Source: an optimization exercise on an open RTL-to-GDS flow (aim: small area). Production flows keep margins and buffers that such runs may drop. Where RTL was checked, it was by simulation tests only, not by an equivalence proof against the original. For run 3, only the layout was checked, not whether the RTL still works. Power is estimated from default activity; no workload was simulated.

File: design/flow/flow/run.sh
#!/bin/bash
# Standard ORFS layout with two changes:
#  - the port buffers start at the smallest buffer, for repair_design to
#    size up only where a load needs it;
#  - after the standard synthesis, the inverters that drive the compare
#    array (nets entry_p/entry_n/code_p/code_n) are given a larger drive
#    strength, so layout need not buffer those wide-fanout nets.
set -euo pipefail
KNOBS=(BUFFER_PORTS_ARGS="-buffer_cell sky130_fd_sc_hd__buf_1")
bash standard.sh "${KNOBS[@]}" synth > orfs_synth.log 2>&1
NET=orfs/results/sky130hd/lock_top/base/1_2_yosys.v
python3 flow/size_drivers.py "$NET" > size_drivers.log 2>&1
bash standard.sh "${KNOBS[@]}" finish > orfs_finish.log 2>&1
File: design/flow/flow/size_drivers.py
"""Give the inverters that drive the compare array's nets a larger size.

Only the drive strength of combinational inverters changes; every
register and every connection stays as synthesis left it.
"""
import re
import sys

SIZE = "sky130_fd_sc_hd__inv_2"
path = sys.argv[1]
text = open(path).read()
pat = re.compile(
    r"sky130_fd_sc_hd__inv_1(\s+\S+\s*\(\s*\.A\([^)]*\)\s*,\s*\.Y\(\\(?:entry_p|entry_n|code_p|code_n)\[\d+\] \)\s*\);)"
)
text, n = pat.subn(SIZE + r"\1", text)
print(f"resized {n} inverters to {SIZE}")
open(path, "w").write(text)
File: design/flow/constraint.sdc
create_clock -name core_clock -period 10.0 [get_ports {clk}]
set_input_delay 2.0000 -clock core_clock [delete_from_list [all_inputs] [get_ports {clk}]]
set_output_delay 2.0000 -clock core_clock [all_outputs]
set_load 0.01 [all_outputs]
File: design/flow/standard.sh
#!/bin/bash
# synth_recipe.tcl (not shown) runs the flow's synth.tcl, then flattens the netlist and writes it again
# the make line also repeats each setting of config.mk as NAME=value (left out here)
make -C /OpenROAD-flow-scripts/flow DESIGN_CONFIG=/design/flow/config.mk WORK_HOME=/design/flow/orfs CLKGATE_MAP_FILE= SYNTH_SCRIPT=/design/flow/synth_recipe.tcl "${@:-finish}"
File: design/flow/design.v
package lock_pkg;
  typedef logic [3:0] digit_t;
  typedef digit_t [4-1:0] code_t;
  typedef digit_t [20-1:0] entry_t;   
  typedef logic [1:0] code_sel_t;
  typedef logic [2:0] tries_t;
  typedef enum logic [3:0] {
    STARTUP,
    LOCKED,
    VALIDATE,
    BEEP,
    PENALTY,
    LOCKOUT,
    UNLOCKED,
    OPEN,
    DEBOUNCE_UNLOCK,
    DEBOUNCE_LOCK
  } lock_state_t;
  typedef enum logic [2:0] {
    TMR_DEBOUNCE,
    TMR_RELOCK,
    TMR_BEEP,
    TMR_PENALTY,
    TMR_LOCKOUT
  } timer_sel_t;
endpackage
`timescale 1ns/1ps
module bit_eq (
  input  logic a,
  input  logic na,
  input  logic b,
  input  logic nb,
  output logic eq
);
  assign eq = ~((a | b) & (na | nb));
endmodule
module dig_eq (
  input  logic [3:0] e,
  input  logic [3:0] ne,
  input  logic [3:0] c,
  input  logic [3:0] nc,
  output logic       ne_out
);
  logic [3:0] beq;
  for (genvar i = 0; i < 4; i++) begin : g_bit
    bit_eq u_bit (.a(e[i]), .na(ne[i]), .b(c[i]), .nb(nc[i]), .eq(beq[i]));
  end
  assign ne_out = ~&beq;
endmodule
module inv_drv #(
  parameter int W = 1
) (
  input  logic [W-1:0] a,
  output logic [W-1:0] y
);
  assign y = ~a;
endmodule
`timescale 1ns/1ps
module lock_top (
  input  logic                 clk,
  input  logic                 rst,
  input  logic                 door_open,
  input  logic                 inside_button,
  input  logic [79:0] entry,
  input  logic                 entry_valid,
  input  logic                 code_wr,
  input  logic [1:0]         code_sel,
  input  logic [15:0]        code_value,
  output logic                 bolt,
  output logic                 beep,
  output logic                 keypad_en,
  output logic [2:0]         fail_count
);
  localparam logic [3:0] S_STARTUP  = 4'b0000;
  localparam logic [3:0] S_LOCKED   = 4'b1000;
  localparam logic [3:0] S_VALIDATE = 4'b1001;
  localparam logic [3:0] S_BEEP     = 4'b1010;
  localparam logic [3:0] S_PENALTY  = 4'b1011;
  localparam logic [3:0] S_LOCKOUT  = 4'b1100;
  localparam logic [3:0] S_UNLOCKED = 4'b0001;
  localparam logic [3:0] S_OPEN     = 4'b0010;
  localparam logic [3:0] S_DU       = 4'b1101;
  localparam logic [3:0] S_DU_HELD  = 4'b1110;
  localparam logic [3:0] S_DL       = 4'b0011;
  localparam logic [3:0] S_DL_HELD  = 4'b0100;
  logic [63:0] code_bits;
  logic [63:0] code_next;
  logic [63:0] code_next_n;
  logic [63:0] code_p;        
  logic [3:0]  code_ok;
  logic [3:0]  ok_next;
  for (genvar c = 0; c < 4; c++) begin : g_slot
    logic wr;
    assign wr                     = code_wr && (code_sel == c);
    assign code_next[16*c +: 16] = wr ? code_value : code_bits[16*c +: 16];
    assign ok_next[c]             = wr || code_ok[c];
  end
  always_ff @(posedge clk, posedge rst) begin
    if (rst) code_ok <= '0;
    else     code_ok <= ok_next;
  end
  always_ff @(posedge clk) begin
    code_bits <= code_p;
  end
  logic [79:0] entry_bits;
  logic        match_now;
  logic        match_q;
  assign entry_bits = entry;
  logic [79:0] entry_n;
  logic [79:0] entry_p;
  logic [63:0] code_n;
  logic        dne [4][4][17];
  logic [3:0]  hit;
  assign code_next_n = ~code_next;
  inv_drv #(.W(80)) u_entry_n (.a(entry_bits),  .y(entry_n));
  inv_drv #(.W(80)) u_entry_p (.a(entry_n),     .y(entry_p));
  inv_drv #(.W(64)) u_code_p  (.a(code_next_n), .y(code_p));
  inv_drv #(.W(64)) u_code_n  (.a(code_p),      .y(code_n));
  for (genvar c = 0; c < 4; c++) begin : g_code
    for (genvar k = 0; k < 4; k++) begin : g_dig
      for (genvar p = 0; p <= 16; p++) begin : g_pos
        dig_eq u_eq (
          .e  (entry_p[4*(p+k) +: 4]),
          .ne (entry_n[4*(p+k) +: 4]),
          .c  (code_p[16*c+4*k +: 4]),
          .nc (code_n[16*c+4*k +: 4]),
          .ne_out (dne[c][k][p])
        );
      end
    end
  end
  always_comb begin
    for (int c = 0; c < 4; c++) begin
      hit[c] = 1'b0;
      for (int p = 0; p <= 16; p++) begin
        if (!(dne[c][0][p] || dne[c][1][p] || dne[c][2][p] || dne[c][3][p])) hit[c] = 1'b1;
      end
    end
    match_now = |(hit & ok_next);
  end
  always_ff @(posedge clk) begin
    match_q <= match_now;
  end
  localparam logic [5:0] T_EXP = 6'd1;
  localparam logic [5:0] T_DEBOUNCE = 6'd31;   
  localparam logic [5:0] T_RELOCK   = 6'd17;   
  localparam logic [5:0] T_BEEP     = 6'd62;   
  localparam logic [5:0] T_PENALTY  = 6'd21;   
  localparam logic [5:0] T_LOCKOUT  = 6'd16;   
  logic [5:0] tcnt;
  logic [5:0] tlen;
  logic       timer_start;
  logic       expired;
  assign expired = (tcnt == T_EXP);
  always_ff @(posedge clk, posedge rst) begin
    if (rst)              tcnt <= '0;
    else if (timer_start) tcnt <= tlen;
    else                  tcnt <= {tcnt[4:0], tcnt[5] ^ tcnt[4]};   
  end
  logic [3:0] state, state_d;
  logic [2:0] fail_d;
  logic       key_error, key_confirm;
  assign key_error   = entry_valid && (entry_bits[3:0] == 4'hE);
  assign key_confirm = entry_valid && (entry_bits[3:0] != 4'hE) && (entry_bits[3:0] != 4'hF);
  always_comb begin
    state_d     = state;
    fail_d      = fail_count;
    timer_start = 1'b0;
    tlen        = T_DEBOUNCE;
    case (state)
      S_STARTUP: begin
        if (!door_open) state_d = S_LOCKED;
      end
      S_LOCKED: begin
        if (key_error) begin
          state_d = S_BEEP; timer_start = 1'b1; tlen = T_BEEP;
        end
        else if (key_confirm) begin
          state_d = S_VALIDATE;
        end
        else if (inside_button) begin
          state_d = S_DU; timer_start = 1'b1;
        end
      end
      S_VALIDATE: begin
        if (match_q) begin
          state_d = S_UNLOCKED; timer_start = 1'b1; tlen = T_RELOCK;
        end
        else begin
          state_d = S_PENALTY; fail_d = fail_count + 3'd1;
          timer_start = 1'b1; tlen = T_PENALTY;
        end
      end
      S_BEEP: begin
        if (expired) state_d = S_LOCKED;
      end
      S_PENALTY: begin
        if (expired && fail_count[2] && fail_count[0]) begin
          state_d = S_LOCKOUT; timer_start = 1'b1; tlen = T_LOCKOUT;
        end
        else if (expired) begin
          state_d = S_LOCKED;
        end
      end
      S_LOCKOUT: begin
        if (expired) begin
          state_d = S_LOCKED; fail_d = '0;
        end
      end
      S_UNLOCKED: begin
        if (door_open) begin
          state_d = S_OPEN;
        end
        else if (inside_button) begin
          state_d = S_DL; timer_start = 1'b1;
        end
        else if (expired) begin
          state_d = S_LOCKED; fail_d = '0;
        end
      end
      S_OPEN: begin
        if (!door_open) begin
          state_d = S_UNLOCKED; timer_start = 1'b1; tlen = T_RELOCK;
        end
      end
      S_DU: begin
        if (!inside_button && expired) begin
          state_d = S_UNLOCKED; timer_start = 1'b1; tlen = T_RELOCK;
        end
        else if (!inside_button) begin
          state_d = S_LOCKED;
        end
        else if (expired) begin
          state_d = S_DU_HELD;
        end
      end
      S_DU_HELD: begin
        if (!inside_button) begin
          state_d = S_UNLOCKED; timer_start = 1'b1; tlen = T_RELOCK;
        end
      end
      S_DL: begin
        if (!inside_button && expired) begin
          state_d = S_LOCKED; fail_d = '0;
        end
        else if (!inside_button) begin
          state_d = S_UNLOCKED; timer_start = 1'b1; tlen = T_RELOCK;
        end
        else if (expired) begin
          state_d = S_DL_HELD;
        end
      end
      S_DL_HELD: begin
        if (!inside_button) begin
          state_d = S_LOCKED; fail_d = '0;
        end
      end
      default: state_d = S_STARTUP;
    endcase
  end
  always_ff @(posedge clk, posedge rst) begin
    if (rst) begin
      state      <= S_STARTUP;
      fail_count <= '0;
    end
    else begin
      state      <= state_d;
      fail_count <= fail_d;
    end
  end
  assign bolt = state[3];
  assign beep      = (state == S_BEEP);
  assign keypad_en = (state == S_LOCKED);
endmodule
File: design/flow/config.mk
export PLATFORM = sky130hd
export DESIGN_NAME = lock_top
export DESIGN_NICKNAME = lock_top
export VERILOG_FILES = /design/flow/design.v
export SDC_FILE = /design/flow/constraint.sdc
export NUM_CORES = 4
export LEC_CHECK = 0
export CAP_MARGIN = 20
export CELL_PAD_IN_SITES_DETAIL_PLACEMENT = 1
export CELL_PAD_IN_SITES_GLOBAL_PLACEMENT = 1
export CORE_MARGIN = 2
export CORE_UTILIZATION = 28
export CTS_BUF_LIST = sky130_fd_sc_hd__clkbuf_8
export GPL_TIMING_DRIVEN = 0
export PLACE_DENSITY = 0.4
export SLEW_MARGIN = 20
export SYNTH_HIERARCHICAL = 1
==> metrics.md, run 1 <==
| Metric | Value |
|---|---|
| Status | `complete, no violations` |
| Hold violation total from the final report | `0` |
| Final WL | `139000 µm` |
| Antenna viol nets, final | `0` |
| Largest net degree at the start of global routing | `20` |
| Clock buffer depth | `2` |
| Core footprint | `47700 µm²` |
| Clock sink count | `82` |
| Netlist cell types | `60` |
| Maxcap violations | `0` |
| CTS Buf Count | `9` |
| Drt drc | `0` |
| Crit end category | `flip-flop` |
| Total GRT Usage | `0.533` |
| Setup TNS | `0 ns` |
| Post-layout nets | `2269` |
| Register Area | `1730 µm²` |
| Post-Syn Area | `13500 µm²` |
| Worst slew pin tran | `1.32 ns` |
| Post-CTS setup buffer count | `0` |
| Count of buffer and inverter cells on the critical path | `5` |
| Final Max Tran Viols | `0` |
| Seq/Total Area, Yosys | `0.128` |
| Syn Area/Cell | `6.62 µm²` |
| Most frequent CP cell | `nand4_1` |
| Top cells by instance count after synthesis | `o22ai_1 (1092), inv_1 (297), nand4_1 (279)` |
| CP arrival | `7.11 ns` |
| #FFs+latches synth | `82` |
| Slowest CP cell | `nor4_1` |
| Via density | `9.03` |
| # setup viols final | `0` |
| Root Buffer | `clkbuf_8` |
| Initial Util | `0.283` |
| Worst skew pair latency | `0.38 ns` |
| Iter 0 DRT Violations | `6050` |
| TritonCTS clock tree | `yes` |
| Hold Path Depth | `1` |
| Die W | `224 µm` |
| Asr flop ratio synth | `0.207` |
| Area of the die | `50100 µm²` |
| Cell Pwr Density | `222 nW/µm²` |
| Height of the die | `224 µm` |
| Dpl hpwl | `75500 µm` |
| Initial antenna violation count | `13` |
| Critical Path Start Type | `primary input` |
| Slew HR | `0.115` |
| Dominant cell type by area after synthesis | `o22ai_1` |
| First-pass GRT wire length | `189000 µm` |
| VDD IR max | `86.7 µV` |
| Hold-fix buffers, CTS | `0` |
| Achievable frequency | `0.143 GHz` |
| Critical Path RT | `10.13 ns` |
| CP delay by family, top | `buffers and inverters` |
| Via count | `25200` |
| Synthesized instance count | `2043` |
| CTS-repair resized insts | `0` |
| Row cnt | `80` |
| Worst hold path type | `flip-flop to flip-flop` |
| CP peak stage delay | `0.94 ns` |
| Area added between synthesis and finish | `10.7%` |
| Critical path class | `primary input to flip-flop` |
| Vias in the first global route | `24000` |
| Top-count cell post-synth | `o22ai_1` |
| Cells along the critical path | `buf_1 -> nor3b_1 -> buf_1 -> buf_2 -> mux2i_1 -> inv_2 -> inv_2 -> o22ai_1 -> nand4_1 -> nor4_2 -> nor4_1 -> nand4_1 -> o41ai_1 -> nand4_1` |
| Gpl congestion | `1.04` |
| Syn. warnings | `8` |
| P_leak | `0.00465 µW` |
| WL per Instance | `49.6 µm` |
| Global route overflow | `0` |
| RSZ-0062 raised after global routing | `no` |
| Ys flop type | `dfxtp_1` |
| Layout cell share with drive strength beyond 1 | `0.152` |
| Clock transition at the registers of the reported paths | `0.07 ns` |
| Area of the multi-input gates | `10600 µm²` |
| Crit path max fanout | `19` |
| Crit path depth | `14` |
| First-pass DRT Iterations | `12` |
| I/O Buffers | `109` |
| Design area | `15000 µm²` |
| Fin crit period | `6.98 ns` |
| Synth top area cells | `o22ai_1 (51%), nand4_1 (13%), dfxtp_1 (9.6%)` |
| EDFF count, synth | `0` |
| Worst-case reg-to-reg path depth | `10` |
| Top-area cell type share of the netlist area | `0.505` |
| Boundary Pins | `110` |
| Clk_skew | `0.0231 ns` |
| Crit share post-route | `0.698` |
| DP Area | `14700 µm²` |
| Fill cell count | `6116` |
| H-tree lvl count | `3` |
[sequential cells by signal, indices dropped and copies added, names as in the netlist]
register / count
match_q: 1
tcnt: 6
fail_count: 3
state: 4
code_bits: 64
code_ok: 4
[modules after synthesis, one instance, submodules excluded, excerpt]
module,flip-flops and latches,area (µm²),copies in the design
dig_eq,0,6.26,272
lock_top,82,3940,1
bit_eq,0,6.26,1088
[area by class of cell]
type                            instances  share of cell area
Clock inverter                          6             0.00585
Buffer                                 16             0.00493
Tap cell                              615              0.0514
Inverter                              299              0.0749
Clock buffer                           10             0.00919
Multi-Input combinational cell       1646               0.709
Antenna cell                           11             0.00184
Sequential cell                        82               0.115
Timing Repair Buffer                  109              0.0273
[layout by cell type, fill, tap and decap left out, types with 2 or more instances in the layout]
| cell | n |
|---|---|
| o22ai_1 | 1092 |
| inv_2 | 290 |
| nand4_1 | 279 |
| buf_1 | 111 |
| nor4_1 | 78 |
| mux2i_1 | 65 |
| dfxtp_1 | 65 |
| dfrtp_1 | 17 |
| nor2_1 | 14 |
| a21oi_1 | 14 |
| diode_2 | 11 |
| nand2_1 | 11 |
| inv_1 | 10 |
| clkbuf_8 | 10 |
| o21ai_0 | 9 |
| buf_2 | 8 |
| nand3_1 | 8 |
| nand2b_1 | 6 |
| nor3b_1 | 5 |
| clkbuf_1 | 5 |
| nor3_1 | 5 |
| o41ai_1 | 4 |
| nor2b_1 | 3 |
| a21o_1 | 3 |
| a31oi_1 | 3 |
| nor4_2 | 3 |
| a211o_1 | 2 |
| or4b_4 | 2 |
| o31a_1 | 2 |
| o22a_1 | 2 |
| o21a_1 | 2 |
| or2_2 | 2 |
| nand3b_1 | 2 |
| ha_1 | 2 |
| bufinv_16 | 2 |
[power breakdown]
part,total [µW],internal [µW],switching [µW]
logic,2600,577,2020
registers,446,406,40.0
clock network,280,148,132
total,3320,1130,2190
[per-layer routing]
layer	GRT usage	wire (µm)	up-vias
li1	-	-	9268
met4	0.421	14000	8
met1	0.613	48700	11900
met2	0.702	51600	2995
met3	0.318	24100	1039
met5	0.0186	176	-
[logic make-up (layout without fill, tap and decap cells)]
group                      count (synthesis)  in the layout  share of synthesized area
AOI/OAI and AO/OA                       1148           1148                      0.534
xor gates and xnor gates                   1              1                   0.000648
adders and majority gates                  3              3                    0.00259
buffers and inverters                    315            440                     0.0884
DFF                                       82             82                      0.128
muxes                                     66             66                     0.0489
other                                      0             11                          0
and+or+nand+nor                          428            428                      0.198
[path summary, 6_finish.rpt]
path	endpoint	startpoint	slack, ns
max	match_q	code_wr	3.02
min reg2reg	fail_count[2]	fail_count[2]	0.52
max reg2reg	match_q	code_bits[3]	5.66
min	fail_count[2]	fail_count[2]	0.52
min in group asynchronous	code_ok[2]	rst	1.70
max in group asynchronous	tcnt[4]	rst	7.86
[worst register-to-register path: cells and delay by family (launching register included)]
family | cells | cell delay [ns]
multiplexers | 1 | 0.15
AND/OR/NAND/NOR | 5 | 1.88
AO/OA/AOI/OAI | 2 | 0.50
flip-flops | 1 | 0.31
buffers and inverters | 2 | 1.28
[per-stage QoR]
step / hold WS (ns) / util / setup slack, ns / instances / power (µW)
floorplan: 0.426 / - / 5.51 / 2043 / 1740
finish: 0.523 / 0.314 / 3.02 / 2794 / 3320
global placement: 0.498 / 0.308 / 3.29 / 2767 / 2680
global route: 0.562 / 0.313 / 3.11 / 2785 / 3290
detailed placement: 0.512 / 0.308 / 3.32 / 2767 / 2730
CTS: 0.531 / 0.313 / 3.69 / 2783 / 3010
==> run 2, diff against run 1 <==
--- a/design/flow/config.mk
+++ b/design/flow/config.mk
@@ -12,3 +12,2 @@
 export CORE_UTILIZATION = 28
-export CTS_BUF_LIST = sky130_fd_sc_hd__clkbuf_8
 export GPL_TIMING_DRIVEN = 0
==> metrics.md, run 2 <==
| Metric | Value |
|---|---|
| Via density | `8.93 (-1.1%)` |
| I/O Buffers | `109 (unchanged)` |
| Synth top area cells | `o22ai_1 (51%), nand4_1 (13%), dfxtp_1 (9.6%)` |
| Area of the die | `50100 µm² (unchanged)` |
| Synthesized instance count | `2043 (unchanged)` |
| Initial antenna violation count | `9 (-4)` |
| Final Max Tran Viols | `0 (unchanged)` |
| Post-CTS setup buffer count | `0 (unchanged)` |
| Post-Syn Area | `13500 µm² (unchanged)` |
| Combinational share of power | `0.760 (-0.021)` |
| Drt drc | `0 (unchanged)` |
| WL per Instance | `49.6 µm (about the same)` |
| Cell Pwr Density | `225 nW/µm² (+1.6%)` |
| Top cells by instance count after synthesis | `o22ai_1 (1092), inv_1 (297), nand4_1 (279)` |
| Largest reg by FF count | `code_bits` |
| Boundary Pins | `110 (unchanged)` |
| Layout cell share with drive strength beyond 1 | `0.153 (+0.00131)` |
| Critical path class | `primary input to flip-flop` |
| Area added between synthesis and finish | `11.5%` |
| Core footprint | `47700 µm² (unchanged)` |
| Largest net degree at the start of global routing | `20 (unchanged)` |
| Hold violation total from the final report | `0 (unchanged)` |
| Design area | `15100 µm² (+0.66%)` |
| Via count | `24900 (-1.3%)` |
| Clock network fraction of total power | `0.108 (+0.024)` |
| Post-layout nets | `2270 (+0.044%)` |
| CTS-repair resized insts | `0 (unchanged)` |
| Clock transition at the registers of the reported paths | `0.05 ns (-0.02 ns)` |
| EDFF count, synth | `0 (unchanged)` |
| Critical Path RT | `10.12 ns (about the same)` |
| Root Buffer | `clkbuf_16` |
| Fill cell count | `6113 (-0.049%)` |
| P_leak | `0.00469 µW (+1.0%)` |
| Vias in the first global route | `24100 (+0.21%)` |
| Top Registers | `code_bits: 64 flops, tcnt: 6 flops` |
| CP arrival | `7.13 ns (+0.02 ns)` |
| Dominant cell type by area after synthesis | `o22ai_1` |
| Global route overflow | `0 (unchanged)` |
| Top-count cell post-synth | `o22ai_1` |
| Net Sw Power | `2190 µW (-0.16%)` |
| Die W | `224 µm (unchanged)` |
| Crit path max fanout | `19 (unchanged)` |
| Netlist cell types | `60 (unchanged)` |
| Critical Path Start Type | `primary input` |
| Antenna viol nets, final | `0 (unchanged)` |
| CTS Buf Count | `9 (unchanged)` |
| Register share of total power | `0.131 (-0.003)` |
| Clk_skew | `0.0138 ns (-0.00932 ns)` |
| Worst slew pin tran | `1.37 ns (+0.0566 ns)` |
| Clock buffer depth | `2 (unchanged)` |
| Commonest cells after routing, fill and taps aside | `o22ai_1 (1092), inv_2 (290), nand4_1 (279), buf_1 (111), nor4_1 (76)` |
| Dpl hpwl | `75500 µm (unchanged)` |
| Achievable frequency | `0.143 GHz (-0.45%)` |
| First-pass GRT wire length | `189000 µm (-0.26%)` |
| Slew HR | `0.0769 (-0.0381)` |
| TritonCTS clock tree | `yes` |
| Final hold slack | `0.523 ns (-0.000352 ns)` |
| Most common cell after layout, fill and taps aside | `o22ai_1` |
| Hold-fix buffers, CTS | `0 (unchanged)` |
| Crit end category | `flip-flop` |
| First-pass DRT Iterations | `16 (+4)` |
| RSZ-0062 raised after global routing | `no` |
| Final worst slack | `2.99 ns (-0.0317 ns)` |
| Asr flop ratio synth | `0.207 (unchanged)` |
| Ys flop type | `dfxtp_1` |
| Max reg flops | `64 (unchanged)` |
| Total GRT Usage | `0.530 (-0.00232)` |
| Iter 0 DRT Violations | `5914 (-2.2%)` |
| # setup viols final | `0 (unchanged)` |
| DP Area | `14700 µm² (unchanged)` |
| Fin crit period | `7.01 ns (+0.0317 ns)` |
| Syn Area/Cell | `6.62 µm² (unchanged)` |
| Row cnt | `80 (unchanged)` |
| Clock sink count | `82 (unchanged)` |
| Maxcap violations | `0 (unchanged)` |
| Height of the die | `224 µm (unchanged)` |
| Worst hold path type | `flip-flop to flip-flop` |
| Place WS | `3.32 ns (unchanged)` |
| #FFs+latches synth | `82 (unchanged)` |
| Setup TNS | `0 ns (unchanged)` |
| Final WL | `138000 µm (-0.30%)` |
| Seq/Total Area, Yosys | `0.128 (unchanged)` |
| Syn. warnings | `8 (unchanged)` |
| Worst skew pair latency | `0.35 ns (-0.03 ns)` |
| H-tree lvl count | `3 (unchanged)` |
| VDD IR max | `98.5 µV (+14%)` |
| Initial Util | `0.283 (unchanged)` |
| Top-area cell type share of the netlist area | `0.505 (unchanged)` |
| Gpl congestion | `1.04 (unchanged)` |
| Status | `complete, no violations` |
| Int Pwr | `1210 µW (+7.0%)` |
| Crit share post-route | `0.701 (+0.00317)` |
| Net Sw Frac | `0.644 (-0.0158)` |
## run 2: layout make-up
cell class / instances / area, µm² / share of cell area
multi-input combinational: 1646 / 10600 / 0.705
sequential: 82 / 1730 / 0.115
inverter: 299 / 1120 / 0.0745
tap: 615 / 769 / 0.0511
timing repair buffer: 110 / 417 / 0.0276
clock buffer: 11 / 243 / 0.0161
clock inverter: 5 / 83.8 / 0.00556
buffer: 16 / 73.8 / 0.00490
antenna: 2 / 5.00 / 0.000332
## run 2: per-layer routing
layer  global-route usage  wire length, µm  vias up
met1                0.613            48600    11800
met3                0.303            23500      960
li1                     -                -     9265
met2                0.701            52100     2850
met4                0.430            13600       22
met5               0.0205              345        -
## run 2: worst paths after layout
kind,slack [ns],to,startpoint,cells after the start
setup / recovery,2.99,match_q,code_wr,14
hold / removal,0.52,fail_count[2],fail_count[2],1
setup reg to reg,5.52,match_q,code_bits[35],10
hold reg to reg,0.52,fail_count[2],fail_count[2],1
max in group asynchronous,7.82,fail_count[0],rst,2
min in group asynchronous,1.73,fail_count[1],rst,2
## run 2: logic make-up (layout without fill, tap and decap cells)
kind of cell,Yosys count,in the layout,share of synthesized area
multiplexers,66,66,0.0489
AND/OR/NAND/NOR,428,428,0.198
other,0,2,0
buffers and inverters,315,441,0.0884
AO/OA/AOI/OAI,1148,1148,0.534
flip-flops,82,82,0.128
XOR/XNOR,1,1,0.000648
adder cells (fa/ha/maj),3,3,0.00259
## run 2: worst max-delay path, stage by stage
cell     delay [ns]
buf_1          0.14
nor3b_1        0.19
buf_1          0.47
buf_2          0.46
mux2i_1        0.29
inv_2          0.33
inv_2          0.67
o22ai_1        0.19
nand4_1        0.33
nor4_2         0.21
nor4_1         1.01
nand4_1        0.17
o41ai_1        0.34
nand4_1        0.32
## run 2: per-stage QoR
step                 util  std cells  total power (µW)
detailed placement  0.308       2767              2730
finish              0.316       2786              3400
global route        0.316       2784              3370
floorplan               -       2043              1740
CTS                 0.315       2783              3100
global placement    0.308       2767              2680
## run 2: power by group through the flow
| stage | clock network (µW) | registers [µW] | logic [µW] |
|---|---|---|---|
| after floorplan | 0 | 446 | 1290 |
| after global placement | 0 | 450 | 2230 |
| after detailed placement | 0 | 454 | 2280 |
| after CTS | 372 | 447 | 2280 |
| after global routing | 386 | 455 | 2530 |
| final | 368 | 446 | 2580 |
## run 2: modules after synthesis, one instance, submodules excluded, excerpt
module    cells  times used  flip-flops and latches
bit_eq        1        1088                       0
lock_top    395           1                      82
dig_eq        1         272                       0
==> run 3, diff against run 2 <==
--- a/design/flow/design.v
+++ b/design/flow/design.v
@@ -109,3 +109,2 @@
   logic [79:0] entry_n;
-  logic [79:0] entry_p;
   logic [63:0] code_n;
@@ -115,3 +114,2 @@
   inv_drv #(.W(80)) u_entry_n (.a(entry_bits),  .y(entry_n));
-  inv_drv #(.W(80)) u_entry_p (.a(entry_n),     .y(entry_p));
   inv_drv #(.W(64)) u_code_p  (.a(code_next_n), .y(code_p));
@@ -122,3 +120,3 @@
         dig_eq u_eq (
-          .e  (entry_p[4*(p+k) +: 4]),
+          .e  (entry_bits[4*(p+k) +: 4]),
           .ne (entry_n[4*(p+k) +: 4]),
==> design/flow/flow/run.sh (replaced) <==
#!/bin/bash
# Standard ORFS layout with these changes:
#  - the port buffers start at the smallest buffer, for repair_design to
#    size up only where a load needs it;
#  - after the standard synthesis, flow/size_drivers.py re-sizes cells
#    (drive strength only): the inverters driving the compare array's
#    wide-fanout nets go to size 2, other combinational cells to size 1;
#  - the buffers synthesis left are removed at floorplan.
set -euo pipefail
KNOBS=(BUFFER_PORTS_ARGS="-buffer_cell sky130_fd_sc_hd__buf_2" REMOVE_ABC_BUFFERS=1)
bash standard.sh "${KNOBS[@]}" synth > orfs_synth.log 2>&1
NET=orfs/results/sky130hd/lock_top/base/1_2_yosys.v
python3 flow/size_drivers.py "$NET" "$FLOW_HOME/platforms/sky130hd/lib/sky130_fd_sc_hd__tt_025C_1v80.lib" > size_drivers.log 2>&1
bash standard.sh "${KNOBS[@]}" finish > orfs_finish.log 2>&1
==> design/flow/flow/size_drivers.py (replaced) <==
"""Re-size combinational cells in the standard synthesis netlist.

- The inverters that drive the compare array's nets (entry_p, entry_n,
  code_p, code_n; each has about 17 loads) get size 2, which has the
  same area as size 1, so layout need not buffer those nets.
- Every other combinational cell that synthesis gave a drive strength
  above 1 goes back to size 1, for repair_design to size up again only
  where a load needs it.

Only drive strengths change; every register, every cell's function and
every connection stay as synthesis left them.
"""
import re
import sys

LIB = sys.argv[2]
path = sys.argv[1]
lib = open(LIB).read()
cells = set(re.findall(r'cell\s*\(\s*"?(sky130_fd_sc_hd__\w+?)"?\s*\)', lib))
SEQ = re.compile(r"sky130_fd_sc_hd__(s?e?df|dl|conb|tap|fill|decap|diode|clkdly|dly|probe|lpflow)")

text = open(path).read()
n_down = 0


def down(m):
    global n_down
    name, size = m.group(2), m.group(3)
    cell = f"sky130_fd_sc_hd__{name}_{size}"
    small = f"sky130_fd_sc_hd__{name}_1"
    if int(size) <= 1 or SEQ.match(cell) or small not in cells:
        return m.group(0)
    n_down += 1
    return m.group(1) + small + m.group(4)


text = re.sub(r"(?m)^(\s*)sky130_fd_sc_hd__(\w+?)_(\d+)(\s+\S+\s*\(\s*)$", down, text)

drv = re.compile(
    r"sky130_fd_sc_hd__inv_\d+(\s+\S+\s*\(\s*\.A\([^)]*\)\s*,\s*\.Y\(\\(?:entry_p|entry_n|code_p|code_n)\[\d+\] \)\s*\);)"
)
text, n_drv = drv.subn(r"sky130_fd_sc_hd__inv_2\1", text)

print(f"cells back to size 1: {n_down}; compare-net inverters at size 2: {n_drv}")
open(path, "w").write(text)
--- a/design/flow/config.mk
+++ b/design/flow/config.mk
@@ -12,2 +12,3 @@
 export CORE_UTILIZATION = 28
+export CTS_BUF_LIST = sky130_fd_sc_hd__clkbuf_8
 export GPL_TIMING_DRIVEN = 0
==> metrics.md, run 3 <==
| Metric | Value |
|---|---|
| Status | `complete, no violations` |
| Layout cell share with drive strength beyond 1 | `0.166 (+0.0130)` |
| Dominant cell type by area after synthesis | `o22ai_1` |
| Yosys Chip Area | `13200 µm²` |
| Maxcap violations | `0 (unchanged)` |
| Clock sink count | `82 (unchanged)` |
| Hold-fix buffers, CTS | `0 (unchanged)` |
| Final worst slack | `3.38 ns (+0.387 ns)` |
| R2R Setup Slk | `5.61 ns (+0.09 ns)` |
| Top-count cell post-synth | `o22ai_1` |
| WL per Instance | `50.2 µm (+1.2%)` |
| Hold violation total from the final report | `0 (unchanged)` |
| Critical Path Start Type | `primary input` |
| Top-area cell type share of the netlist area | `0.517 (+0.0115)` |
| Worst hold path type | `flip-flop to flip-flop` |
| Seq/Total Area, Yosys | `0.131 (+0.00290)` |
| Final WL | `135000 µm (-2.4%)` |
| Asr flop ratio synth | `0.207 (unchanged)` |
| Worst hold path startpoint | `tcnt[3]` |
| EDFF count, synth | `0 (unchanged)` |
| Top Registers | `code_bits: 64 flops, tcnt: 6 flops` |
| Gpl congestion | `1.07 (+3.1%)` |
| RSZ-0062 raised after global routing | `no` |
| Row cnt | `79 (-1.3%)` |
| Iter 0 DRT Violations | `6374 (+7.8%)` |
| Largest net degree at the start of global routing | `26 (+30%)` |
| Synthesized instance count | `1963 (-3.9%)` |
| Critical Path RT | `10.15 ns (+0.03 ns)` |
| Area of the die | `48700 µm² (-2.7%)` |
| Crit share post-route | `0.662 (-0.0387)` |
| Int Pwr | `1100 µW (-9.2%)` |
| Achievable frequency | `0.151 GHz (+5.8%)` |
| Place WS | `3.56 ns (+0.235 ns)` |
| Via count | `24500 (-1.5%)` |
| First-pass GRT wire length | `184000 µm (-2.4%)` |
| Boundary Pins | `110 (unchanged)` |
| CP arrival | `6.78 ns (-0.35 ns)` |
| Syn. warnings | `8 (unchanged)` |
| Hold EP | `tcnt[4]` |
| Critical path class | `primary input to flip-flop` |
| Largest reg by FF count | `code_bits` |
| Combinational share of power | `0.768 (+0.008)` |
| Clk_skew | `0.0135 ns (-0.000259 ns)` |
| Crit end category | `flip-flop` |
| Clock buffer depth | `2 (unchanged)` |
| Post-layout nets | `2179 (-4.0%)` |
| Post-Syn Area | `13200 µm² (-2.7%)` |
| Dpl hpwl | `75200 µm (-0.37%)` |
| Ys flop type | `dfxtp_1` |
| Netlist cell types | `60 (unchanged)` |
| Crit path max fanout | `19 (unchanged)` |
| I/O Buffers | `109 (unchanged)` |
| Net Sw Frac | `0.660 (+0.0160)` |
| Initial Util | `0.283 (about the same)` |
| Worst slew pin tran | `1.36 ns (-0.0137 ns)` |
| Commonest cells after routing, fill and taps aside | `o22ai_1 (1092), nand4_1 (280), inv_2 (208), buf_2 (109), nor4_1 (77)` |
| CTS Buf Count | `9 (unchanged)` |
| Setup TNS | `0 ns (unchanged)` |
| Antenna viol nets, final | `0 (unchanged)` |
| Vias in the first global route | `23400 (-2.9%)` |
| Via density | `9.13 (+2.2%)` |
| Fin crit period | `6.62 ns (-0.387 ns)` |
| Core footprint | `46500 µm² (-2.7%)` |
| #FFs+latches synth | `82 (unchanged)` |
| Clock network fraction of total power | `0.084 (-0.024)` |
| Cell Pwr Density | `219 nW/µm² (-2.6%)` |
| Post-CTS setup buffer count | `0 (unchanged)` |
| Worst-case reg-to-reg path depth | `10 (unchanged)` |
| Clock transition at the registers of the reported paths | `0.10 ns (+0.05 ns)` |
| Reg2reg end | `match_q` |
| Worst skew pair latency | `0.40 ns (+0.05 ns)` |
| Max reg flops | `64 (unchanged)` |
| Synth top area cells | `o22ai_1 (52%), nand4_1 (13%), dfxtp_1 (9.8%)` |
| TritonCTS clock tree | `yes` |
| Critical R2R Launch | `code_bits[19]` |
| CTS-repair resized insts | `0 (unchanged)` |
| Syn Area/Cell | `6.70 µm² (+1.2%)` |
| VDD IR max | `131 µV (+33%)` |
| Net Sw Power | `2130 µW (-2.6%)` |
| Root Buffer | `clkbuf_8` |
| P_leak | `0.00458 µW (-2.5%)` |
| Top cells by instance count after synthesis | `o22ai_1 (1092), nand4_1 (279), inv_1 (217)` |
| Die W | `221 µm (-1.4%)` |
| First-pass DRT Iterations | `12 (-4)` |
| Final Max Tran Viols | `0 (unchanged)` |
| Drt drc | `0 (unchanged)` |
| Area added between synthesis and finish | `11.9%` |
| Register share of total power | `0.148 (+0.017)` |
| Height of the die | `221 µm (-1.4%)` |
| Slew HR | `0.0861 (+0.00923)` |
| Hold Path Depth | `1 (unchanged)` |
| Non-filler cells in the finished layout | `2687 (-3.6%)` |
| Placed Cells | `2669 (-3.5%)` |
| Global route overflow | `0 (unchanged)` |
| # setup viols final | `0 (unchanged)` |
| Total GRT Usage | `0.533 (+0.00304)` |
| Initial antenna violation count | `4 (-5)` |
| H-tree lvl count | `3 (unchanged)` |
| Most common cell after layout, fill and taps aside | `o22ai_1` |
==> run 3: worst max-delay path by stage <==
stage,start,end,cells after the start,slack [ns]
after floorplan,code_sel[0],match_q,11,4.47
after global placement,code_sel[0],match_q,12,1.23
after detailed placement,code_sel[1],match_q,13,3.56
after CTS,code_sel[1],match_q,13,3.97
after global routing,code_sel[1],match_q,13,3.53
final,code_sel[1],match_q,13,3.38
==> run 3: cells by family after synthesis <==
logic type | synth area share
multiplexers | 0.0501
buffers and inverters | 0.0677
flip-flops | 0.131
AO/OA/AOI/OAI | 0.546
adder cells (fa/ha/maj) | 0.00265
XOR/XNOR | 0.000662
AND/OR/NAND/NOR | 0.202
==> run 3: power by group through the flow <==
stage | clock network, µW | logic [µW] | registers (µW)
6_report | 272 | 2480 | 479
4_1_cts | 279 | 2200 | 478
3_3_place_gp | 0 | 2160 | 482
3_5_place_dp | 0 | 2200 | 486
5_1_grt | 292 | 2430 | 491
2_1_floorplan | 0 | 1190 | 464
==> run 3: metrics by stage <==
stage	cell area [µm²]	utilization	hold WS, ns	total power, µW
floorplan	13100	-	0.427	1660
global placement	14400	0.310	0.495	2640
detailed placement	14500	0.312	0.503	2690
CTS	14700	0.316	0.523	2960
global route	14700	0.317	0.541	3210
finish	14700	0.317	0.509	3230
==> run 3: layout make-up <==
cell class                 instances  area, µm²
fill                            5917      31700
multi-input combinational       1646      10600
sequential                        82       1730
inverter                         219        822
tap                              607        759
timing repair buffer             115        609
clock buffer                      10        138
clock inverter                     6       72.6
antenna                            2       5.00
==> run 3: critical path, stage by stage <==
cell,delay (ns)
buf_2,0.13
nand3b_1,0.47
buf_6,0.31
mux2i_1,0.17
inv_2,0.34
inv_2,0.79
o22ai_1,0.18
nand4_1,0.27
nor4_1,0.18
nor4_1,1.03
nand4_1,0.17
o41ai_1,0.32
nand4_1,0.38
==> run 3: metal layers <==
layer / global-route usage / part of all wire
met5: 0.0303 / 0.0013
met3: 0.288 / 0.17
met1: 0.643 / 0.36
met2: 0.699 / 0.37
met4: 0.396 / 0.096
==> run 3: modules after synthesis, one instance, submodules excluded, a selection <==
module | cells | area [µm²]
bit_eq | 1 | 6.26
dig_eq | 1 | 6.26
lock_top | 395 | 3940
==> run 4, diff against run 3 <==
--- a/design/flow/design.v
+++ b/design/flow/design.v
@@ -109,2 +109,3 @@
   logic [79:0] entry_n;
+  logic [79:0] entry_p;
   logic [63:0] code_n;
@@ -114,2 +115,3 @@
   inv_drv #(.W(80)) u_entry_n (.a(entry_bits),  .y(entry_n));
+  inv_drv #(.W(80)) u_entry_p (.a(entry_n),     .y(entry_p));
   inv_drv #(.W(64)) u_code_p  (.a(code_next_n), .y(code_p));
@@ -120,3 +122,3 @@
         dig_eq u_eq (
-          .e  (entry_bits[4*(p+k) +: 4]),
+          .e  (entry_p[4*(p+k) +: 4]),
           .ne (entry_n[4*(p+k) +: 4]),
--- a/design/flow/flow/run.sh
+++ b/design/flow/flow/run.sh
@@ -9,3 +9,3 @@
 set -euo pipefail
-KNOBS=(BUFFER_PORTS_ARGS="-buffer_cell sky130_fd_sc_hd__buf_2" REMOVE_ABC_BUFFERS=1)
+KNOBS=(BUFFER_PORTS_ARGS="-buffer_cell sky130_fd_sc_hd__buf_1" REMOVE_ABC_BUFFERS=1)
 bash standard.sh "${KNOBS[@]}" synth > orfs_synth.log 2>&1
==> metrics.md, run 4 <==
| Metric | Value |
|---|---|
| Largest net degree at the start of global routing | `26 (unchanged)` |
| Critical Path RT | `10.13 ns (-0.02 ns)` |
| Row cnt | `80 (+1.3%)` |
| Antenna viol nets, final | `0 (unchanged)` |
| Setup TNS | `0 ns (unchanged)` |
| Drt drc | `0 (unchanged)` |
| Final WL | `139000 µm (+2.7%)` |
| Dpl hpwl | `75300 µm (+0.14%)` |
| Clock buffer depth | `2 (unchanged)` |
| Max reg flops | `64 (unchanged)` |
| Dominant cell type by area after synthesis | `o22ai_1` |
| Iter 0 DRT Violations | `6221 (-2.4%)` |
| CTS-repair resized insts | `0 (unchanged)` |
| Global route overflow | `0 (unchanged)` |
| Boundary Pins | `110 (unchanged)` |
| Crit share post-route | `0.658 (-0.00435)` |
| Yosys Chip Area | `13500 µm² (+2.3%)` |
| Top Registers | `code_bits: 64 flops, tcnt: 6 flops` |
| Commonest cells after routing, fill and taps aside | `o22ai_1 (1092), inv_2 (288), nand4_1 (280), buf_1 (109), nor4_1 (78)` |
| Post-layout nets | `2258 (+3.6%)` |
| Asr flop ratio synth | `0.207 (unchanged)` |
| Synthesized instance count | `2043 (+4.1%)` |
| Top-count cell post-synth | `o22ai_1` |
| Area of the die | `49800 µm² (+2.2%)` |
| I/O Buffers | `109 (unchanged)` |
| Register share of total power | `0.147 (about the same)` |
| Syn Area/Cell | `6.58 µm² (-1.7%)` |
| Net Sw Power | `2170 µW (+2.0%)` |
| Crit path max fanout | `19 (unchanged)` |
| Clock network fraction of total power | `0.074 (-0.010)` |
| Seq/Total Area, Yosys | `0.128 (-0.00290)` |
| First-pass DRT Iterations | `11 (-1)` |
| EDFF count, synth | `0 (unchanged)` |
| Ys flop type | `dfxtp_1` |
| Hold-fix buffers, CTS | `0 (unchanged)` |
| Final hold slack | `0.496 ns (-0.0130 ns)` |
| Status | `complete, no violations` |
| Via count | `25000 (+1.9%)` |
| Post-CTS setup buffer count | `0 (unchanged)` |
| Die W | `223 µm (+1.1%)` |
| Initial antenna violation count | `11 (+7)` |
| Final Max Tran Viols | `0 (unchanged)` |
| Top-area cell type share of the netlist area | `0.505 (-0.0115)` |
| Fin crit period | `6.58 ns (-0.0435 ns)` |
| Clk_skew | `0.0121 ns (-0.00136 ns)` |
| Most common cell after layout, fill and taps aside | `o22ai_1` |
| Largest reg by FF count | `code_bits` |
| WL met3 | `23300 µm (+1.7%)` |
| Worst slew pin tran | `1.28 ns (-0.0754 ns)` |
| # setup viols final | `0 (unchanged)` |
| Core footprint | `47500 µm² (+2.3%)` |
| Net Sw Frac | `0.670 (+0.0103)` |
| Netlist cell types | `60 (unchanged)` |
| Top cells by instance count after synthesis | `o22ai_1 (1092), inv_1 (297), nand4_1 (279)` |
| #FFs+latches synth | `82 (unchanged)` |
| Critical path class | `primary input to flip-flop` |
| DR top layer | `met5` |
| Cell Pwr Density | `218 nW/µm² (-0.50%)` |
| Vias in the first global route | `24100 (+2.9%)` |
| Synth top area cells | `o22ai_1 (51%), nand4_1 (13%), dfxtp_1 (9.6%)` |
| Clock transition at the registers of the reported paths | `0.09 ns (about the same)` |
| Area added between synthesis and finish | `10.4%` |
| Height of the die | `223 µm (+1.1%)` |
| Worst skew pair latency | `0.37 ns (-0.03 ns)` |
| TritonCTS clock tree | `yes` |
| Initial Util | `0.283 (about the same)` |
| P_leak | `0.00460 µW (+0.41%)` |
| Metal2 WL | `52700 µm (+5.4%)` |
| Met1 WL | `48600 µm (-0.78%)` |
| CP arrival | `6.72 ns (-0.06 ns)` |
| Clock sink count | `82 (unchanged)` |
| Achievable frequency | `0.152 GHz (+0.66%)` |
| WL per Instance | `49.9 µm (-0.61%)` |
| Total GRT Usage | `0.531 (-0.00212)` |
| Int Pwr | `1070 µW (-2.6%)` |
| Combinational share of power | `0.779 (+0.011)` |
| Maxcap violations | `0 (unchanged)` |
| Layout cell share with drive strength beyond 1 | `0.146 (-0.0205)` |
| CTS Buf Count | `9 (unchanged)` |
| Worst hold path type | `flip-flop to flip-flop` |
| Syn. warnings | `8 (unchanged)` |
| Hold violation total from the final report | `0 (unchanged)` |
| Critical Path Start Type | `primary input` |
| Slew HR | `0.137 (+0.0507)` |
| First-pass GRT wire length | `189000 µm (+2.6%)` |
| Crit end category | `flip-flop` |
| Via density | `9.00 (-1.4%)` |
| RSZ-0062 raised after global routing | `no` |
| Hold Path Depth | `1 (unchanged)` |
| H-tree lvl count | `3 (unchanged)` |
| Root Buffer | `clkbuf_8` |
| Worst-case reg-to-reg path depth | `10 (unchanged)` |
| Gpl congestion | `0.993 (-7.4%)` |
| VDD IR max | `85.4 µV (-35%)` |
| Post-Syn Area | `13500 µm² (+2.3%)` |
## run 4: cell types whose count changed in the layout (fill, tap and decap cells not counted), sizes merged
cell / previous run / this run
inv: 222 / 303
buf: 115 / 114
bufinv: 1 / 0
diode: 2 / 5
## run 4: worst max-delay path, cell delays in order
cell,delay (ns)
buf_1,0.14
nor3b_2,0.49
buf_4,0.30
mux2i_1,0.24
inv_2,0.35
inv_2,0.80
o22ai_1,0.21
nand4_1,0.36
nor4_1,0.21
nor4_1,0.65
nand4_1,0.17
o41ai_1,0.37
nand4_1,0.37
## run 4: final timing paths
check / from / to / slack, ns
setup / recovery: code_wr / match_q / 3.42
min in group asynchronous: rst / code_ok[3] / 1.69
setup reg to reg: code_bits[8] / match_q / 5.60
max in group asynchronous: rst / tcnt[3] / 7.88
hold / removal: tcnt[3] / tcnt[4] / 0.50
hold reg to reg: tcnt[3] / tcnt[4] / 0.50
## run 4: layer usage
| layer | GRT usage | vias up |
|---|---|---|
| li1 | - | 9236 |
| met1 | 0.627 | 11800 |
| met2 | 0.710 | 2908 |
| met3 | 0.273 | 996 |
| met4 | 0.428 | 14 |
| met5 | 0.0196 | - |
## run 4: layout make-up
cell class	instances	area (µm²)
sequential	82	1730
tap	615	769
antenna	5	12.5
clock inverter	6	55.1
clock buffer	10	138
multi-input combinational	1646	10600
fill	6063	32700
inverter	299	1120
timing repair buffer	114	452
## run 4: cells by family after synthesis
group	synth area share
AO/OA/AOI/OAI	0.534
adder cells (fa/ha/maj)	0.00259
XOR/XNOR	0.000648
multiplexers	0.0489
AND/OR/NAND/NOR	0.198
buffers and inverters	0.0884
flip-flops	0.128
## run 4: power groups by stage
stage	Clock, µW	Combinational [µW]	Sequential (µW)
final	240	2520	478
after CTS	244	2230	476
after global routing	256	2470	488
after detailed placement	0	2230	484
after floorplan	0	1250	464
after global placement	0	2180	481
## run 4: stage by stage
| step | instances | instance area (µm²) | utilization | setup WS [ns] | power (µW) |
|---|---|---|---|---|---|
| floorplan | 2027 | 13400 | - | 4.47 | 1710 |
| global placement | 2751 | 14600 | 0.306 | 1.47 | 2660 |
| detailed placement | 2755 | 14600 | 0.307 | 3.60 | 2710 |
| CTS | 2771 | 14800 | 0.312 | 3.96 | 2950 |
| global route | 2773 | 14800 | 0.312 | 3.45 | 3210 |
| finish | 2777 | 14800 | 0.312 | 3.42 | 3240 |
## run 4: Yosys stat by module (local to each module, per instance), a selection
module | copies in the design | cells | cell area, µm²
dig_eq | 272 | 1 | 6.26
lock_top | 1 | 395 | 3940
bit_eq | 1088 | 1 | 6.26
==> run 5, diff against run 4 <==
--- a/design/flow/design.v
+++ b/design/flow/design.v
@@ -75,12 +75,12 @@
   localparam logic [3:0] S_LOCKED   = 4'b1000;
-  localparam logic [3:0] S_VALIDATE = 4'b1001;
-  localparam logic [3:0] S_BEEP     = 4'b1010;
+  localparam logic [3:0] S_VALIDATE = 4'b1010;
+  localparam logic [3:0] S_BEEP     = 4'b1001;
   localparam logic [3:0] S_PENALTY  = 4'b1011;
-  localparam logic [3:0] S_LOCKOUT  = 4'b1100;
-  localparam logic [3:0] S_UNLOCKED = 4'b0001;
-  localparam logic [3:0] S_OPEN     = 4'b0010;
-  localparam logic [3:0] S_DU       = 4'b1101;
-  localparam logic [3:0] S_DU_HELD  = 4'b1110;
-  localparam logic [3:0] S_DL       = 4'b0011;
-  localparam logic [3:0] S_DL_HELD  = 4'b0100;
+  localparam logic [3:0] S_LOCKOUT  = 4'b1111;
+  localparam logic [3:0] S_UNLOCKED = 4'b0100;
+  localparam logic [3:0] S_OPEN     = 4'b0110;
+  localparam logic [3:0] S_DU       = 4'b1100;
+  localparam logic [3:0] S_DU_HELD  = 4'b1101;
+  localparam logic [3:0] S_DL       = 4'b0101;
+  localparam logic [3:0] S_DL_HELD  = 4'b0111;
   logic [63:0] code_bits;
@@ -109,3 +109,2 @@
   logic [79:0] entry_n;
-  logic [79:0] entry_p;
   logic [63:0] code_n;
@@ -115,3 +114,2 @@
   inv_drv #(.W(80)) u_entry_n (.a(entry_bits),  .y(entry_n));
-  inv_drv #(.W(80)) u_entry_p (.a(entry_n),     .y(entry_p));
   inv_drv #(.W(64)) u_code_p  (.a(code_next_n), .y(code_p));
@@ -122,3 +120,3 @@
         dig_eq u_eq (
-          .e  (entry_p[4*(p+k) +: 4]),
+          .e  (entry_bits[4*(p+k) +: 4]),
           .ne (entry_n[4*(p+k) +: 4]),
@@ -162,2 +160,3 @@
   logic       key_error, key_confirm;
+  logic       start_c;
   assign key_error   = entry_valid && (entry_bits[3:0] == 4'hE);
@@ -165,6 +164,5 @@
   always_comb begin
-    state_d     = state;
-    fail_d      = fail_count;
-    timer_start = 1'b0;
-    tlen        = T_DEBOUNCE;
+    state_d = state;
+    fail_d  = fail_count;
+    start_c = 1'b0;
     case (state)
@@ -175,3 +173,3 @@
         if (key_error) begin
-          state_d = S_BEEP; timer_start = 1'b1; tlen = T_BEEP;
+          state_d = S_BEEP; start_c = 1'b1;
         end
@@ -181,3 +179,3 @@
         else if (inside_button) begin
-          state_d = S_DU; timer_start = 1'b1;
+          state_d = S_DU; start_c = 1'b1;
         end
@@ -186,7 +184,7 @@
         if (match_q) begin
-          state_d = S_UNLOCKED; timer_start = 1'b1; tlen = T_RELOCK;
+          state_d = S_UNLOCKED; start_c = 1'b1;
         end
         else begin
-          state_d = S_PENALTY; fail_d = fail_count + 3'd1;
-          timer_start = 1'b1; tlen = T_PENALTY;
+          state_d = S_PENALTY; start_c = 1'b1;
+          fail_d  = fail_count + 3'd1;
         end
@@ -198,3 +196,3 @@
         if (expired && fail_count[2] && fail_count[0]) begin
-          state_d = S_LOCKOUT; timer_start = 1'b1; tlen = T_LOCKOUT;
+          state_d = S_LOCKOUT; start_c = 1'b1;
         end
@@ -214,3 +212,3 @@
         else if (inside_button) begin
-          state_d = S_DL; timer_start = 1'b1;
+          state_d = S_DL; start_c = 1'b1;
         end
@@ -222,3 +220,3 @@
         if (!door_open) begin
-          state_d = S_UNLOCKED; timer_start = 1'b1; tlen = T_RELOCK;
+          state_d = S_UNLOCKED; start_c = 1'b1;
         end
@@ -227,3 +225,3 @@
         if (!inside_button && expired) begin
-          state_d = S_UNLOCKED; timer_start = 1'b1; tlen = T_RELOCK;
+          state_d = S_UNLOCKED; start_c = 1'b1;
         end
@@ -238,3 +236,3 @@
         if (!inside_button) begin
-          state_d = S_UNLOCKED; timer_start = 1'b1; tlen = T_RELOCK;
+          state_d = S_UNLOCKED; start_c = 1'b1;
         end
@@ -246,3 +244,3 @@
         else if (!inside_button) begin
-          state_d = S_UNLOCKED; timer_start = 1'b1; tlen = T_RELOCK;
+          state_d = S_UNLOCKED; start_c = 1'b1;
         end
@@ -260,2 +258,12 @@
   end
+  always_comb begin
+    case (state_d)
+      S_BEEP:     tlen = T_BEEP;
+      S_PENALTY:  tlen = T_PENALTY;
+      S_LOCKOUT:  tlen = T_LOCKOUT;
+      S_UNLOCKED: tlen = T_RELOCK;
+      default:    tlen = T_DEBOUNCE;
+    endcase
+  end
+  assign timer_start = start_c;
   always_ff @(posedge clk, posedge rst) begin
@@ -270,3 +278,3 @@
   end
-  assign bolt = state[3];
+  assign bolt      = state[3];   
   assign beep      = (state == S_BEEP);
--- a/design/flow/flow/run.sh
+++ b/design/flow/flow/run.sh
@@ -2,4 +2,4 @@
 # Standard ORFS layout with these changes:
-#  - the port buffers start at the smallest buffer, for repair_design to
-#    size up only where a load needs it;
+#  - the port buffers are buf_2 (the entry bits' port buffers drive the
+#    compare array directly); repair_design sizes up where a load needs it;
 #  - after the standard synthesis, flow/size_drivers.py re-sizes cells
@@ -9,3 +9,3 @@
 set -euo pipefail
-KNOBS=(BUFFER_PORTS_ARGS="-buffer_cell sky130_fd_sc_hd__buf_1" REMOVE_ABC_BUFFERS=1)
+KNOBS=(BUFFER_PORTS_ARGS="-buffer_cell sky130_fd_sc_hd__buf_2" REMOVE_ABC_BUFFERS=1)
 bash standard.sh "${KNOBS[@]}" synth > orfs_synth.log 2>&1
--- a/design/flow/config.mk
+++ b/design/flow/config.mk
@@ -13,2 +13,4 @@
 export CTS_BUF_LIST = sky130_fd_sc_hd__clkbuf_8
+export CTS_CLUSTER_DIAMETER = 150
+export CTS_CLUSTER_SIZE = 30
 export GPL_TIMING_DRIVEN = 0
==> metrics.md, run 5 <==
| Metric | Value |
|---|---|
| Synth Area in XOR/XNOR | `0 (-0.000648)` |
| Synth Area in Compound Gates | `0.547 (+0.0127)` |
| Core footprint | `46300 µm² (-2.7%)` |
| Final hold slack | `0.487 ns (-0.00889 ns)` |
| Register Area | `1730 µm² (unchanged)` |
| Via count | `22500 (-10%)` |
| Critical R2R Launch | `code_bits[52]` |
| First-pass DRT Iterations | `6 (-5)` |
| Crit end category | `flip-flop` |
| Slew HR | `0.318 (+0.181)` |
| Placed Cells | `2642 (-4.1%)` |
| Hold violation total from the final report | `0 (unchanged)` |
| Worst hold path startpoint | `tcnt[4]` |
| CP endpoint | `match_q` |
| Setup TNS | `0 ns (unchanged)` |
| Height of the die | `220 µm (-1.6%)` |
| Most frequent CP cell | `nand4_1` |
| Worst skew pair latency | `0.36 ns (about the same)` |
| Place WS | `3.38 ns (-0.225 ns)` |
| CTS-repair resized insts | `0 (unchanged)` |
| Seq/Total Area, Yosys | `0.132 (+0.00445)` |
| ANT cells | `0 (-5)` |
| Final Max Tran Viols | `0 (unchanged)` |
| Clock sink count | `82 (unchanged)` |
| Crit share post-route | `0.648 (-0.00990)` |
| Boundary Pins | `110 (unchanged)` |
| Clock transition at the registers of the reported paths | `0.08 ns (about the same)` |
| CP peak stage delay | `0.80 ns (about the same)` |
| Reg2reg end | `match_q` |
| # setup viols final | `0 (unchanged)` |
| CP arrival | `6.57 ns (-0.15 ns)` |
| Slowest CP cell | `o41ai_1` |
| Yosys Chip Area | `13100 µm² (-3.4%)` |
| Non-filler cells in the finished layout | `2659 (-4.2%)` |
| Row cnt | `79 (-1.3%)` |
| Fill cell count | `5879 (-3.0%)` |
| Asr flop ratio synth | `0.207 (unchanged)` |
| RSZ-0062 raised after global routing | `no` |
| Hold-fix buffers, CTS | `0 (unchanged)` |
| Fin crit period | `6.48 ns (-0.0990 ns)` |
| Syn. warnings | `8 (unchanged)` |
| Post-synthesis simple-gate area fraction | `0.199 (+0.00143)` |
| EDFF count, synth | `0 (unchanged)` |
| Top-count cell post-synth | `o22ai_1` |
| Area added between synthesis and finish | `11.7%` |
| Area of the die | `48200 µm² (-3.2%)` |
| First-pass GRT wire length | `152000 µm (-19%)` |
| Dpl hpwl | `72300 µm (-4.0%)` |
| Worst slew pin tran | `1.02 ns (-0.263 ns)` |
| R2R Setup Slk | `5.96 ns (+0.36 ns)` |
| Total GRT Usage | `0.414 (-0.117)` |
| Iter 0 DRT Violations | `3370 (-46%)` |
| Dominant cell type by area after synthesis | `o22ai_1` |
| Worst hold path type | `flip-flop to flip-flop` |
| Top-area cell type share of the netlist area | `0.523 (+0.0176)` |
| CTS Buf Count | `9 (unchanged)` |
| Max reg flops | `64 (unchanged)` |
| Antenna viol nets, final | `0 (unchanged)` |
| Largest reg by FF count | `code_bits` |
| Critical path class | `primary input to flip-flop` |
| Largest net degree at the start of global routing | `21 (-19%)` |
| Maxcap violations | `0 (unchanged)` |
| Die W | `220 µm (-1.6%)` |
| TritonCTS clock tree | `yes` |
| Top Registers | `code_bits: 64 flops, tcnt: 6 flops` |
| Mux contribution to synthesized area | `0.0523 (+0.00333)` |
| Via density | `8.44 (-6.2%)` |
| Most common cell after layout, fill and taps aside | `o22ai_1` |
| Gpl congestion | `0.924 (-6.9%)` |
| Vias in the first global route | `21700 (-9.8%)` |
| Synthesized instance count | `1936 (-5.2%)` |
| Final worst slack | `3.52 ns (+0.0990 ns)` |
| Initial Util | `0.281 (-0.00149)` |
| Cells along the critical path | `buf_2 -> nand3_1 -> mux2i_1 -> inv_2 -> inv_2 -> o22ai_1 -> nand4_1 -> nor4_1 -> nor4_1 -> nand4_1 -> o41ai_1 -> nand4_1` |
| Post-CTS setup buffer count | `0 (unchanged)` |
| Critical Path Start | `code_sel[1]` |
| Post-layout nets | `2153 (-4.7%)` |
| P_leak | `0.00454 µW (-1.2%)` |
| Clk_skew | `0.00638 ns (-0.00575 ns)` |
| Critical Path RT | `10.09 ns (-0.04 ns)` |
| Initial antenna violation count | `1 (-10)` |
| Largest family of logic cells by synthesized area | `compound AO/OA/AOI/OAI gates` |
| Area of the multi-input gates | `10400 µm² (-1.3%)` |
| Syn Area/Cell | `6.73 µm² (+2.1%)` |
| Clock buffer depth | `2 (unchanged)` |
| I/O Buffers | `109 (unchanged)` |
| Netlist cell types | `50 (-17%)` |
| Critical Path Start Type | `primary input` |
| Root Buffer | `clkbuf_8` |
| Post-Syn Area | `13000 µm² (-3.2%)` |
| VDD IR max | `153 µV (+79%)` |
| WL per Instance | `39.3 µm (-21%)` |
| Worst-case reg-to-reg path depth | `10 (unchanged)` |
| Achievable frequency | `0.154 GHz (+1.5%)` |
| #FFs+latches synth | `82 (unchanged)` |
| Drt drc | `0 (unchanged)` |
| Crit path max fanout | `19 (unchanged)` |
| Ys flop type | `dfxtp_1` |
| Layout cell share with drive strength beyond 1 | `0.166 (+0.0201)` |
| Synth top area cells | `o22ai_1 (52%), nand4_1 (13%), dfxtp_1 (10%)` |
| H-tree lvl count | `3 (unchanged)` |
| Post-synthesis adder-cell area fraction | `0.00191 (-0.000676)` |
| Status | `complete, no violations` |
| Final WL | `104000 µm (-25%)` |
| Cell Pwr Density | `183 nW/µm² (-16%)` |
| Commonest cells after routing, fill and taps aside | `o22ai_1 (1092), nand4_1 (280), inv_2 (208), buf_2 (109), nor4_1 (81)` |
| Global route overflow | `0 (unchanged)` |
| Top cells by instance count after synthesis | `o22ai_1 (1092), nand4_1 (280), inv_1 (218)` |
-- run 5: layout make-up --
type                    instances  share of cell area
clock buffers                  10             0.00947
clock inverters                 6             0.00396
inverters                     218              0.0563
multi-input cells            1621               0.717
flip-flops and latches         82               0.119
well taps                     607              0.0522
repair buffers                115              0.0419
-- run 5: how the worst min path moves through the flow --
stage / end / slack [ns] / cells past startpoint
finish: tcnt[5] / 0.49 / 1
global route: tcnt[4] / 0.53 / 1
CTS: tcnt[4] / 0.48 / 1
detailed placement: tcnt[4] / 0.46 / 1
global placement: tcnt[4] / 0.46 / 1
floorplan: code_ok[0] / 0.43 / 1
-- run 5: metal layers --
layer	vias up	part of all wire	track usage
met2	1878	0.45	0.680
met1	11100	0.40	0.527
met3	489	0.097	0.0773
met4	2	0.052	0.179
met5	-	0.00015	0
li1	9010	-	-
-- run 5: per-module statistics from Yosys, one instance, submodules excluded, excerpt --
module	cell area, µm²	times used	cells	flip-flops and latches
dig_eq	6.26	272	1	0
bit_eq	6.26	1088	1	0
lock_top	3780	1	368	82
-- run 5: kinds of logic (layout without fill, tap and decap cells) --
| logic type | Yosys count | after routing |
|---|---|---|
| flops | 82 | 82 |
| fa+ha+maj | 2 | 2 |
| simple gates | 417 | 417 |
| mux | 68 | 68 |
| compound gates | 1134 | 1134 |
| buf+inv | 233 | 349 |
-- run 5: power by group --
group          total, µW  leakage (µW)  internal (µW)  switching, µW
sequential           468      0.000737            405           62.9
clock                241      0.000104            121            121
combinational       1950       0.00370            544           1400
-- run 5: worst max-delay path, delay by kind of cell --
kind	cells	cell delay [ns]
mux	1	0.43
buf+inv	3	0.90
simple gates	6	2.22
compound gates	2	0.99
-- run 5: through the flow --
| stage | total power [µW] | instance area (µm²) | utilization |
|---|---|---|---|
| after detailed placement | 2310 | 14300 | 0.310 |
| after CTS | 2560 | 14500 | 0.314 |
| after floorplan | 1610 | 13000 | - |
| final | 2660 | 14500 | 0.314 |
| after global placement | 2260 | 14300 | 0.308 |
| after global routing | 2770 | 14500 | 0.314 |
==> run 6, diff against run 5 <==
--- a/design/flow/config.mk
+++ b/design/flow/config.mk
@@ -13,4 +13,2 @@
 export CTS_BUF_LIST = sky130_fd_sc_hd__clkbuf_8
-export CTS_CLUSTER_DIAMETER = 150
-export CTS_CLUSTER_SIZE = 30
 export GPL_TIMING_DRIVEN = 0
==> metrics.md, run 6 <==
| Metric | Value |
|---|---|
| Critical Path RT | `10.09 ns (about the same)` |
| Final hold slack | `0.487 ns (unchanged)` |
| Global route overflow | `0 (unchanged)` |
| Netlist cell types | `50 (unchanged)` |
| Height of the die | `220 µm (unchanged)` |
| Fin crit period | `6.48 ns (unchanged)` |
| Post-Syn Area | `13000 µm² (unchanged)` |
| Post-layout nets | `2153 (unchanged)` |
| Status | `complete, no violations` |
| CP arrival | `6.57 ns (about the same)` |
| Dpl hpwl | `72300 µm (unchanged)` |
| Clk_skew | `0.00638 ns (unchanged)` |
| Area of the multi-input gates | `10400 µm² (unchanged)` |
| Syn. warnings | `8 (unchanged)` |
| Synthesized instance count | `1936 (unchanged)` |
| Top cells by instance count after synthesis | `o22ai_1 (1092), nand4_1 (280), inv_1 (218)` |
| CTS-repair resized insts | `0 (unchanged)` |
| Synth top area cells | `o22ai_1 (52%), nand4_1 (13%), dfxtp_1 (10%)` |
| EDFF count, synth | `0 (unchanged)` |
| Layout cell share with drive strength beyond 1 | `0.166 (unchanged)` |
| Most common cell after layout, fill and taps aside | `o22ai_1` |
| Pwr Total | `2660 µW (unchanged)` |
| Cell Pwr Density | `183 nW/µm² (unchanged)` |
| Worst hold path startpoint | `tcnt[4]` |
| Asr flop ratio synth | `0.207 (unchanged)` |
| Clock sink count | `82 (unchanged)` |
| Antenna viol nets, final | `0 (unchanged)` |
| First-pass GRT wire length | `152000 µm (unchanged)` |
| Dominant cell type by area after synthesis | `o22ai_1` |
| Critical Path Start Type | `primary input` |
| Reg2reg end | `match_q` |
| Global routing usage on met1 | `0.527 (unchanged)` |
| Vias in the first global route | `21700 (unchanged)` |
| DP Area | `14300 µm² (unchanged)` |
| Root Buffer | `clkbuf_8` |
| Hold Path Depth | `1 (unchanged)` |
| Largest reg by FF count | `code_bits` |
| Final WL | `104000 µm (unchanged)` |
| Top-count cell post-synth | `o22ai_1` |
| Commonest cells after routing, fill and taps aside | `o22ai_1 (1092), nand4_1 (280), inv_2 (208), buf_2 (109), nor4_1 (81)` |
| Worst hold path type | `flip-flop to flip-flop` |
| Area of the die | `48200 µm² (unchanged)` |
| Hold-fix buffers, CTS | `0 (unchanged)` |
| R2R Setup Slk | `5.96 ns (about the same)` |
| Worst slew pin tran | `1.02 ns (unchanged)` |
| Hold violation total from the final report | `0 (unchanged)` |
| Die W | `220 µm (unchanged)` |
| GRT Max-Usage Layer | `met2` |
| Drt drc | `0 (unchanged)` |
| Yosys Chip Area | `13100 µm² (unchanged)` |
| ANT cells | `0 (unchanged)` |
| Clock transition at the registers of the reported paths | `0.08 ns (about the same)` |
| Met2 Use GR | `0.680 (unchanged)` |
| Maxcap violations | `0 (unchanged)` |
| Crit end category | `flip-flop` |
| Design area | `14500 µm² (unchanged)` |
| Final Max Tran Viols | `0 (unchanged)` |
| Layout Utilization | `0.314 (unchanged)` |
| Critical path class | `primary input to flip-flop` |
| First-pass DRT Iterations | `6 (unchanged)` |
| Top-area cell type share of the netlist area | `0.523 (unchanged)` |
| #FFs+latches synth | `82 (unchanged)` |
| P_leak | `0.00454 µW (unchanged)` |
| # setup viols final | `0 (unchanged)` |
| Syn Area/Cell | `6.73 µm² (unchanged)` |
| Setup TNS | `0 ns (unchanged)` |
| CTS Buf Count | `9 (unchanged)` |
| Initial antenna violation count | `1 (unchanged)` |
| Clock buffer depth | `2 (unchanged)` |
| Crit path max fanout | `19 (unchanged)` |
| Ys flop type | `dfxtp_1` |
[run 6: cell counts after synthesis]
Identical to the previous run, type by type.
[run 6: power by group]
group / internal, µW / leakage (µW) / total (µW) / switching (µW)
clock: 121 / 0.000104 / 241 / 121
sequential: 405 / 0.000737 / 468 / 62.9
combinational: 544 / 0.00370 / 1950 / 1400
total: 1070 / 0.00454 / 2660 / 1590
[run 6: worst max-delay path, cell delays in order]
cell	delay, ns
buf_2	0.12
nand3_1	0.71
mux2i_1	0.43
inv_2	0.28
inv_2	0.50
o22ai_1	0.19
nand4_1	0.13
nor4_1	0.08
nor4_1	0.66
nand4_1	0.15
o41ai_1	0.80
nand4_1	0.49
[run 6: worst max-delay path by stage]
| stage | to | from | slack [ns] |
|---|---|---|---|
| after CTS | match_q | code_sel[1] | 3.76 |
| after detailed placement | match_q | code_sel[1] | 3.38 |
| final | match_q | code_sel[1] | 3.52 |
| after global placement | match_q | code_sel[0] | 1.47 |
| after global routing | match_q | code_sel[1] | 3.49 |
| after floorplan | match_q | code_sel[0] | 4.47 |
[run 6: per-module statistics from Yosys, one instance, submodules excluded, excerpt]
module	times used	cells inside	flip-flops and latches
dig_eq	272	1	0
bit_eq	1088	1	0
lock_top	1	368	82
[run 6: cell families (layout without fill, tap and decap cells)]
family | Yosys count | count (layout) | synth area share
compound gates | 1134 | 1134 | 0.547
simple gates | 417 | 417 | 0.199
buf+inv | 233 | 349 | 0.0679
flops | 82 | 82 | 0.132
mux | 68 | 68 | 0.0523
fa+ha+maj | 2 | 2 | 0.00191
[run 6: per-stage QoR]
| step | cells | setup WS (ns) |
|---|---|---|
| 6_report | 2659 | 3.52 |
| 5_1_grt | 2659 | 3.49 |
| 4_1_cts | 2658 | 3.76 |
| 3_5_place_dp | 2642 | 3.38 |
| 3_3_place_gp | 2637 | 1.47 |
| 2_1_floorplan | 1921 | 4.47 |
[run 6: cell type report]
type                            count  share of cell area
Clock inverter                      6             0.00396
Inverter                          218              0.0563
Clock buffer                       10             0.00947
Timing Repair Buffer              115              0.0419
Multi-Input combinational cell   1621               0.717
Sequential cell                    82               0.119
Tap cell                          607              0.0522
[run 6: per-layer routing]
layer	vias up	wire, µm
met5	-	16
met4	2	5420
met3	489	10100
met2	1878	47300
met1	11100	41600
li1	9010	-

Setup slack of run 6, layout unchanged: 3.518 ns with ideal ports, 3.536 ns with driving cells assumed (clock clkbuf_16, inputs buf_2), 3.136 ns with port delays also shifted by the 0.400 ns mid clock arrival.
